This design comes from an exercise in tuning for small area, a short achievable clock period and few clock cycles per item on the open sky130 flow, not from production work. Where RTL was checked, it was by simulation tests only, not by an equivalence proof against the original.

==> job 1476: inputs <==
// poly_horner_seq
module poly_horner_seq (
    input  logic               clk,
    input  logic               rst,
    input  logic               coeff_we,
    input  logic [3:0]         coeff_addr,
    input  logic signed [15:0] coeff_wdata,
    input  logic signed [15:0] x,
    input  logic               start,
    output logic               busy,
    output logic               done,
    output logic signed [31:0] sum,
    output logic               ovf
);
Settings: LEC_CHECK=0, ABC_AREA=1, CAP_MARGIN=20, CORE_MARGIN=2, CORE_UTILIZATION=40, SLEW_MARGIN=20, SYNTH_HIERARCHICAL=1, SYNTH_MINIMUM_KEEP_SIZE=0; clock period 9.0 ns.
run.sh (not shown) runs the stock make flow with config.mk's settings and CLKGATE_MAP_FILE= SYNTH_SCRIPT=/design/flow/synth_recipe.tcl, a recipe that flattens the netlist after the stock synthesis.
==> job 5419 (differences from job 1476) <==
- SETUP_SLACK_MARGIN: not set -> 3.7
==> qor summary <==
| quantity | job 5419 | job 1476 |
|---|---|---|
| Cts repair resizes | 8 | 0 |
| Share of the final layout cell area in multi-input gates | 53.3% | 55.2% |
| First-pass GRT wire length | 105 mm | 105 mm |
| Final core utilization | 45.7% | 44.0% |
| Final standard cell count with taps included and fillers excluded | 3136 | 3071 |
| Violation count after the first detailed-route iteration | 1590 | 1650 |
| Achievable Freq | 196 MHz | 177 MHz |
| Outcome | complete, no violations | complete, no violations |
| Number of fillers in the final layout | 5394 | 5466 |
| Layout cell share with drive strength beyond 1 | 8.48% | 5.81% |
| Number of buffers other than clock buffers in the final layout | 160 | 95 |
| Non-clk buf share | 6.76% | 3.54% |
| Number of cells traversed by the worst register-to-register path | 18 | 21 |
| Slowest cell on the critical path | sky130_fd_sc_hd__dfstp_4 | sky130_fd_sc_hd__dfstp_2 |
| Number of nets in the final layout | 2731 | 2666 |
| Global-route total usage across every layer | 22.5% | 22.6% |
| Average wire per cell in the routed design | 21.9 um | 21.9 um |
| Total routed wirelength | 68.8 mm | 67.4 mm |
| Proportion of cell area occupied by registers | 29.5% | 30.4% |
No functional check of the RTL was part of any run of this note.

---

==> onyx <==
Another version of the RTL of poly_horner_seq (not shown whole).
==> flow/design.v (excerpt) <==
module poly_horner_seq (
    input  logic               clk,
    input  logic               rst,
    input  logic               coeff_we,
    input  logic [3:0]         coeff_addr,
    input  logic signed [15:0] coeff_wdata,
    input  logic signed [15:0] x,
    input  logic               start,
    output logic               busy,
    output logic               done,
    output logic signed [31:0] sum,
    output logic               ovf
);
Settings: LEC_CHECK=0, ABC_AREA=1, CAP_MARGIN=20, CORE_MARGIN=2, CORE_UTILIZATION=40, SETUP_SLACK_MARGIN=3.7, SLEW_MARGIN=20, SYNTH_HIERARCHICAL=1, SYNTH_MINIMUM_KEEP_SIZE=0; clock period 9.0 ns.
==> inputs of nickel, as changes to onyx <==
--- a/flow/design.v
+++ b/flow/design.v
@@ -13,15 +13,17 @@
     output logic               ovf
 );
     logic signed [15:0] r_coeff [0:10];
     logic [10:0]        r_cval;
     logic [7:0]         r_bone, r_btwo, r_bneg;
     logic signed [31:0] r_acc;
     logic signed [16:0] r_c, w_cn, w_n7;
-    logic               r_ge, r_cneg, w_ge, w_cy15, r_hi_one, r_hi_zero;
+    logic               r_ge, r_cneg, w_ge, w_cy15;
+    logic               r_hi_one, r_hi_zero, r_mid_one, r_mid_zero;
+    logic               w_mid_one, w_mid_zero, w_defer;
     logic [16:0]        w_y;
     logic signed [16:0] w_craw;
     logic               w_n7n;
     logic [3:0]         r_idx, w_idx_n, w_idx_r;
     logic               r_busy, r_done, r_ovf;
     logic signed [15:0] w_c, w_crd, w_c9;
     logic [7:0]         w_xone, w_xtwo, w_xneg;
@@ -1779,20 +1781,23 @@
     assign w_s[29] = w_p0[29] ^ pg894;
     assign w_s[30] = w_p0[30] ^ pg896;
     assign w_s[31] = w_p0[31] ^ pg898;
     assign w_c31 = pg898;
     assign w_cy15 = pg850;
     assign w_hi_one = ((w_ra[32] ^ w_rb[32]) ^ (w_ra[31] & w_rb[31])) & ((w_ra[33] ^ w_rb[33]) ^ (w_ra[32] & w_rb[32])) & ((w_ra[34] ^ w_rb[34]) ^ (w_ra[33] & w_rb[33])) & ((w_ra[35] ^ w_rb[35]) ^ (w_ra[34] & w_rb[34])) & ((w_ra[36] ^ w_rb[36]) ^ (w_ra[35] & w_rb[35])) & ((w_ra[37] ^ w_rb[37]) ^ (w_ra[36] & w_rb[36])) & ((w_ra[38] ^ w_rb[38]) ^ (w_ra[37] & w_rb[37])) & ((w_ra[39] ^ w_rb[39]) ^ (w_ra[38] & w_rb[38])) & ((w_ra[40] ^ w_rb[40]) ^ (w_ra[39] & w_rb[39])) & ((w_ra[41] ^ w_rb[41]) ^ (w_ra[40] & w_rb[40])) & ((w_ra[42] ^ w_rb[42]) ^ (w_ra[41] & w_rb[41])) & ((w_ra[43] ^ w_rb[43]) ^ (w_ra[42] & w_rb[42])) & ((w_ra[44] ^ w_rb[44]) ^ (w_ra[43] & w_rb[43])) & ((w_ra[45] ^ w_rb[45]) ^ (w_ra[44] & w_rb[44])) & ((w_ra[46] ^ w_rb[46]) ^ (w_ra[45] & w_rb[45])) & ((w_ra[47] ^ w_rb[47]) ^ (w_ra[46] & w_rb[46]));
     assign w_hi_zero = ~((w_ra[32] ^ w_rb[32]) ^ (w_ra[31] | w_rb[31])) & ~((w_ra[33] ^ w_rb[33]) ^ (w_ra[32] | w_rb[32])) & ~((w_ra[34] ^ w_rb[34]) ^ (w_ra[33] | w_rb[33])) & ~((w_ra[35] ^ w_rb[35]) ^ (w_ra[34] | w_rb[34])) & ~((w_ra[36] ^ w_rb[36]) ^ (w_ra[35] | w_rb[35])) & ~((w_ra[37] ^ w_rb[37]) ^ (w_ra[36] | w_rb[36])) & ~((w_ra[38] ^ w_rb[38]) ^ (w_ra[37] | w_rb[37])) & ~((w_ra[39] ^ w_rb[39]) ^ (w_ra[38] | w_rb[38])) & ~((w_ra[40] ^ w_rb[40]) ^ (w_ra[39] | w_rb[39])) & ~((w_ra[41] ^ w_rb[41]) ^ (w_ra[40] | w_rb[40])) & ~((w_ra[42] ^ w_rb[42]) ^ (w_ra[41] | w_rb[41])) & ~((w_ra[43] ^ w_rb[43]) ^ (w_ra[42] | w_rb[42])) & ~((w_ra[44] ^ w_rb[44]) ^ (w_ra[43] | w_rb[43])) & ~((w_ra[45] ^ w_rb[45]) ^ (w_ra[44] | w_rb[44])) & ~((w_ra[46] ^ w_rb[46]) ^ (w_ra[45] | w_rb[45])) & ~((w_ra[47] ^ w_rb[47]) ^ (w_ra[46] | w_rb[46]));
+    assign w_mid_one = (w_ra[15] ^ w_rb[15] ^ w_cy15) & ((w_ra[16] ^ w_rb[16]) ^ (w_ra[15] & w_rb[15])) & ((w_ra[17] ^ w_rb[17]) ^ (w_ra[16] & w_rb[16])) & ((w_ra[18] ^ w_rb[18]) ^ (w_ra[17] & w_rb[17])) & ((w_ra[19] ^ w_rb[19]) ^ (w_ra[18] & w_rb[18])) & ((w_ra[20] ^ w_rb[20]) ^ (w_ra[19] & w_rb[19])) & ((w_ra[21] ^ w_rb[21]) ^ (w_ra[20] & w_rb[20])) & ((w_ra[22] ^ w_rb[22]) ^ (w_ra[21] & w_rb[21])) & ((w_ra[23] ^ w_rb[23]) ^ (w_ra[22] & w_rb[22])) & ((w_ra[24] ^ w_rb[24]) ^ (w_ra[23] & w_rb[23])) & ((w_ra[25] ^ w_rb[25]) ^ (w_ra[24] & w_rb[24])) & ((w_ra[26] ^ w_rb[26]) ^ (w_ra[25] & w_rb[25])) & ((w_ra[27] ^ w_rb[27]) ^ (w_ra[26] & w_rb[26])) & ((w_ra[28] ^ w_rb[28]) ^ (w_ra[27] & w_rb[27])) & ((w_ra[29] ^ w_rb[29]) ^ (w_ra[28] & w_rb[28])) & ((w_ra[30] ^ w_rb[30]) ^ (w_ra[29] & w_rb[29]));
+    assign w_mid_zero = ~(w_ra[15] ^ w_rb[15] ^ w_cy15) & ~((w_ra[16] ^ w_rb[16]) ^ (w_ra[15] | w_rb[15])) & ~((w_ra[17] ^ w_rb[17]) ^ (w_ra[16] | w_rb[16])) & ~((w_ra[18] ^ w_rb[18]) ^ (w_ra[17] | w_rb[17])) & ~((w_ra[19] ^ w_rb[19]) ^ (w_ra[18] | w_rb[18])) & ~((w_ra[20] ^ w_rb[20]) ^ (w_ra[19] | w_rb[19])) & ~((w_ra[21] ^ w_rb[21]) ^ (w_ra[20] | w_rb[20])) & ~((w_ra[22] ^ w_rb[22]) ^ (w_ra[21] | w_rb[21])) & ~((w_ra[23] ^ w_rb[23]) ^ (w_ra[22] | w_rb[22])) & ~((w_ra[24] ^ w_rb[24]) ^ (w_ra[23] | w_rb[23])) & ~((w_ra[25] ^ w_rb[25]) ^ (w_ra[24] | w_rb[24])) & ~((w_ra[26] ^ w_rb[26]) ^ (w_ra[25] | w_rb[25])) & ~((w_ra[27] ^ w_rb[27]) ^ (w_ra[26] | w_rb[26])) & ~((w_ra[28] ^ w_rb[28]) ^ (w_ra[27] | w_rb[27])) & ~((w_ra[29] ^ w_rb[29]) ^ (w_ra[28] | w_rb[28])) & ~((w_ra[30] ^ w_rb[30]) ^ (w_ra[29] | w_rb[29]));
     assign w_sovf = ~((r_hi_one & r_acc[31]) | (r_hi_zero & ~r_acc[31]));
     assign w_y    = {2'b00, w_ra[14:0]} + {2'b00, w_rb[14:0]} +
                     {2'b00, ~w_craw[14:0]} + 17'd1;
     assign w_ge   = w_cy15 ? w_y[16] : (w_y[16] | w_y[15]);
-    assign w_chi  = ~r_acc[31] & (&r_acc[30:15]) & r_cneg & r_ge;
-    assign w_clo  = r_acc[31] & ~(|r_acc[30:15]) & ~r_cneg & ~r_ge;
+    assign w_chi  = ~r_acc[31] & r_mid_one & r_cneg & r_ge;
+    assign w_clo  = r_acc[31] & r_mid_zero & ~r_cneg & ~r_ge;
+    assign w_defer = w_sovf | w_chi | w_clo;
     always_ff @(posedge clk or posedge rst) begin
         if (rst) begin
             r_busy <= 1'b0;
             r_done <= 1'b0;
             r_idx  <= 4'd10;
             r_bone <= '0;
             r_btwo <= '0;
@@ -1820,29 +1825,31 @@
     always_ff @(posedge clk) begin
         if (w_wr) r_coeff[coeff_addr] <= coeff_wdata;
     end
     always_ff @(posedge clk) begin
         r_c     <= w_cn;
         r_ge    <= w_ge;
         r_cneg  <= w_craw[15];
-        r_hi_one  <= w_hi_one;
-        r_hi_zero <= w_hi_zero;
+        r_hi_one   <= w_hi_one;
+        r_hi_zero  <= w_hi_zero;
+        r_mid_one  <= w_mid_one;
+        r_mid_zero <= w_mid_zero;
         if (w_acc_st | r_busy) begin
             r_acc <= w_s;
         end
         if (w_acc_st) begin
             r_ovf <= 1'b0;
         end else if (r_busy | r_done) begin
-            r_ovf <= r_ovf | w_sovf | w_chi | w_clo;
+            r_ovf <= r_ovf | w_defer;
         end
     end
     assign busy = r_busy;
     assign done = r_done;
     assign sum  = r_acc;
-    assign ovf  = r_ovf | (r_done & (w_sovf | w_chi | w_clo));
+    assign ovf  = r_ovf | (r_done & w_defer);
 endmodule
 `default_nettype wire
 module phs_fa (input logic a, input logic b, input logic c,
                output logic s, output logic co);
     assign s  = a ^ b ^ c;
     assign co = (a & b) | (a & c) | (b & c);
 endmodule
==> inputs of quartz, as changes to onyx <==
--- a/flow/design.v
+++ b/flow/design.v
@@ -13,15 +13,15 @@
     output logic               ovf
 );
     logic signed [15:0] r_coeff [0:10];
     logic [10:0]        r_cval;
     logic [7:0]         r_bone, r_btwo, r_bneg;
     logic signed [31:0] r_acc;
     logic signed [16:0] r_c, w_cn, w_n7;
-    logic               r_ge, r_cneg, w_ge, w_cy15, r_hi_one, r_hi_zero;
+    logic               r_ge, r_cneg, w_ge, w_cy15;
     logic [16:0]        w_y;
     logic signed [16:0] w_craw;
     logic               w_n7n;
     logic [3:0]         r_idx, w_idx_n, w_idx_r;
     logic               r_busy, r_done, r_ovf;
     logic signed [15:0] w_c, w_crd, w_c9;
     logic [7:0]         w_xone, w_xtwo, w_xneg;
@@ -1779,15 +1779,15 @@
     assign w_s[29] = w_p0[29] ^ pg894;
     assign w_s[30] = w_p0[30] ^ pg896;
     assign w_s[31] = w_p0[31] ^ pg898;
     assign w_c31 = pg898;
     assign w_cy15 = pg850;
     assign w_hi_one = ((w_ra[32] ^ w_rb[32]) ^ (w_ra[31] & w_rb[31])) & ((w_ra[33] ^ w_rb[33]) ^ (w_ra[32] & w_rb[32])) & ((w_ra[34] ^ w_rb[34]) ^ (w_ra[33] & w_rb[33])) & ((w_ra[35] ^ w_rb[35]) ^ (w_ra[34] & w_rb[34])) & ((w_ra[36] ^ w_rb[36]) ^ (w_ra[35] & w_rb[35])) & ((w_ra[37] ^ w_rb[37]) ^ (w_ra[36] & w_rb[36])) & ((w_ra[38] ^ w_rb[38]) ^ (w_ra[37] & w_rb[37])) & ((w_ra[39] ^ w_rb[39]) ^ (w_ra[38] & w_rb[38])) & ((w_ra[40] ^ w_rb[40]) ^ (w_ra[39] & w_rb[39])) & ((w_ra[41] ^ w_rb[41]) ^ (w_ra[40] & w_rb[40])) & ((w_ra[42] ^ w_rb[42]) ^ (w_ra[41] & w_rb[41])) & ((w_ra[43] ^ w_rb[43]) ^ (w_ra[42] & w_rb[42])) & ((w_ra[44] ^ w_rb[44]) ^ (w_ra[43] & w_rb[43])) & ((w_ra[45] ^ w_rb[45]) ^ (w_ra[44] & w_rb[44])) & ((w_ra[46] ^ w_rb[46]) ^ (w_ra[45] & w_rb[45])) & ((w_ra[47] ^ w_rb[47]) ^ (w_ra[46] & w_rb[46]));
     assign w_hi_zero = ~((w_ra[32] ^ w_rb[32]) ^ (w_ra[31] | w_rb[31])) & ~((w_ra[33] ^ w_rb[33]) ^ (w_ra[32] | w_rb[32])) & ~((w_ra[34] ^ w_rb[34]) ^ (w_ra[33] | w_rb[33])) & ~((w_ra[35] ^ w_rb[35]) ^ (w_ra[34] | w_rb[34])) & ~((w_ra[36] ^ w_rb[36]) ^ (w_ra[35] | w_rb[35])) & ~((w_ra[37] ^ w_rb[37]) ^ (w_ra[36] | w_rb[36])) & ~((w_ra[38] ^ w_rb[38]) ^ (w_ra[37] | w_rb[37])) & ~((w_ra[39] ^ w_rb[39]) ^ (w_ra[38] | w_rb[38])) & ~((w_ra[40] ^ w_rb[40]) ^ (w_ra[39] | w_rb[39])) & ~((w_ra[41] ^ w_rb[41]) ^ (w_ra[40] | w_rb[40])) & ~((w_ra[42] ^ w_rb[42]) ^ (w_ra[41] | w_rb[41])) & ~((w_ra[43] ^ w_rb[43]) ^ (w_ra[42] | w_rb[42])) & ~((w_ra[44] ^ w_rb[44]) ^ (w_ra[43] | w_rb[43])) & ~((w_ra[45] ^ w_rb[45]) ^ (w_ra[44] | w_rb[44])) & ~((w_ra[46] ^ w_rb[46]) ^ (w_ra[45] | w_rb[45])) & ~((w_ra[47] ^ w_rb[47]) ^ (w_ra[46] | w_rb[46]));
-    assign w_sovf = ~((r_hi_one & r_acc[31]) | (r_hi_zero & ~r_acc[31]));
+    assign w_sovf = ~((w_hi_one & w_s[31]) | (w_hi_zero & ~w_s[31]));
     assign w_y    = {2'b00, w_ra[14:0]} + {2'b00, w_rb[14:0]} +
                     {2'b00, ~w_craw[14:0]} + 17'd1;
     assign w_ge   = w_cy15 ? w_y[16] : (w_y[16] | w_y[15]);
     assign w_chi  = ~r_acc[31] & (&r_acc[30:15]) & r_cneg & r_ge;
     assign w_clo  = r_acc[31] & ~(|r_acc[30:15]) & ~r_cneg & ~r_ge;
     always_ff @(posedge clk or posedge rst) begin
         if (rst) begin
@@ -1820,29 +1820,27 @@
     always_ff @(posedge clk) begin
         if (w_wr) r_coeff[coeff_addr] <= coeff_wdata;
     end
     always_ff @(posedge clk) begin
         r_c     <= w_cn;
         r_ge    <= w_ge;
         r_cneg  <= w_craw[15];
-        r_hi_one  <= w_hi_one;
-        r_hi_zero <= w_hi_zero;
         if (w_acc_st | r_busy) begin
             r_acc <= w_s;
         end
         if (w_acc_st) begin
             r_ovf <= 1'b0;
         end else if (r_busy | r_done) begin
-            r_ovf <= r_ovf | w_sovf | w_chi | w_clo;
+            r_ovf <= r_ovf | (r_busy & w_sovf) | w_chi | w_clo;
         end
     end
     assign busy = r_busy;
     assign done = r_done;
     assign sum  = r_acc;
-    assign ovf  = r_ovf | (r_done & (w_sovf | w_chi | w_clo));
+    assign ovf  = r_ovf | (r_done & (w_chi | w_clo));
 endmodule
 `default_nettype wire
 module phs_fa (input logic a, input logic b, input logic c,
                output logic s, output logic co);
     assign s  = a ^ b ^ c;
     assign co = (a & b) | (a & c) | (b & c);
 endmodule
--- a/flow/config.mk
+++ b/flow/config.mk
@@ -5,11 +5,11 @@
 export SDC_FILE = /design/flow/constraint.sdc
 export NUM_CORES = 4
 export LEC_CHECK = 0
 export ABC_AREA = 1
 export CAP_MARGIN = 20
 export CORE_MARGIN = 2
 export CORE_UTILIZATION = 40
-export SETUP_SLACK_MARGIN = 3.7
+export SETUP_SLACK_MARGIN = 4.3
 export SLEW_MARGIN = 20
 export SYNTH_HIERARCHICAL = 1
 export SYNTH_MINIMUM_KEEP_SIZE = 0
==> metrics.md <==
| Metric | Value |
|---|---|
| Run status | `no timing/DRC/antenna violations` |
| Area of the multi-input gates | `14300 µm²` |
| Hpwl dp | `roughly 48000 µm` |
| Post-CTS sizing | `23` |
| Detailed-route via count | `about 18000` |
[end of results for onyx]
==> metrics.md <==
| Metric | Value |
|---|---|
| FFs w/ async S/R, synth | `15.0%` |
| Hpwl dp | `49300 µm` |
| Run status | `no timing/DRC/antenna violations` |
| Post-CTS sizing | `23` |
| Mux cell area share after synthesis | `0%` |
[end of results for nickel]
==> metrics.md <==
| Metric | Value |
|---|---|
| Run status | `no timing/DRC/antenna violations` |
| Post-CTS sizing | `165` |
| Area of the multi-input gates | `between 10000 and 15000 µm²` |
| Hpwl dp | `45400 µm` |
| Synth Area in Adders | `around a quarter` |
| Detailed-route via count | `18700` |
[end of results for quartz]
Testbench counts of quartz, summed over its fixed seeds: cycles 14,440, evals 1,280.
The RTL of onyx and nickel was laid out without a check of its function.

what the ideal ports hide:
No port has a modelled driver above. Below, the same layouts with a new extraction and two added sets of constraints.
Step 1 (the two cells are an assumption about what drives the block):
set clk [get_ports {clk}]
set_driving_cell -lib_cell sky130_fd_sc_hd__clkbuf_16 $clk
set_driving_cell -lib_cell sky130_fd_sc_hd__buf_2 [delete_from_list [all_inputs] $clk]
Step 2 also shifts input and output timing later by t, the mid clock arrival at the registers, as if the neighbouring blocks saw the same clock.
Three values: ideal ports, drivers, drivers and shift; two values: the first two.
run | t, ns | setup WS [ns] | clock arrival spread, ns | slew at the worst register clock pin (ns)
job 1476 | 0.647 | 3.348 / 3.348 / 3.348 | 0.044 / 0.044 | 0.07 / 0.07
job 5419 | 0.641 | 3.899 / 3.899 / 3.688 | 0.037 / 0.037 | 0.08 / 0.08
onyx | 0.601 | 3.899 / 3.875 / 3.899 | 0.029 / 0.029 | 0.06 / 0.06
nickel | 0.642 | 3.852 / 3.852 / 3.852 | 0.012 / 0.012 | 0.07 / 0.07
quartz | 0.665 | 4.091 / 4.091 / 3.932 | 0.019 / 0.019 | 0.08 / 0.08
After both steps every run listed still meets setup and hold. For job 5419, which loses most, drivers alone change the setup slack by 0.000 ns; drivers and shift together by -0.211 ns.
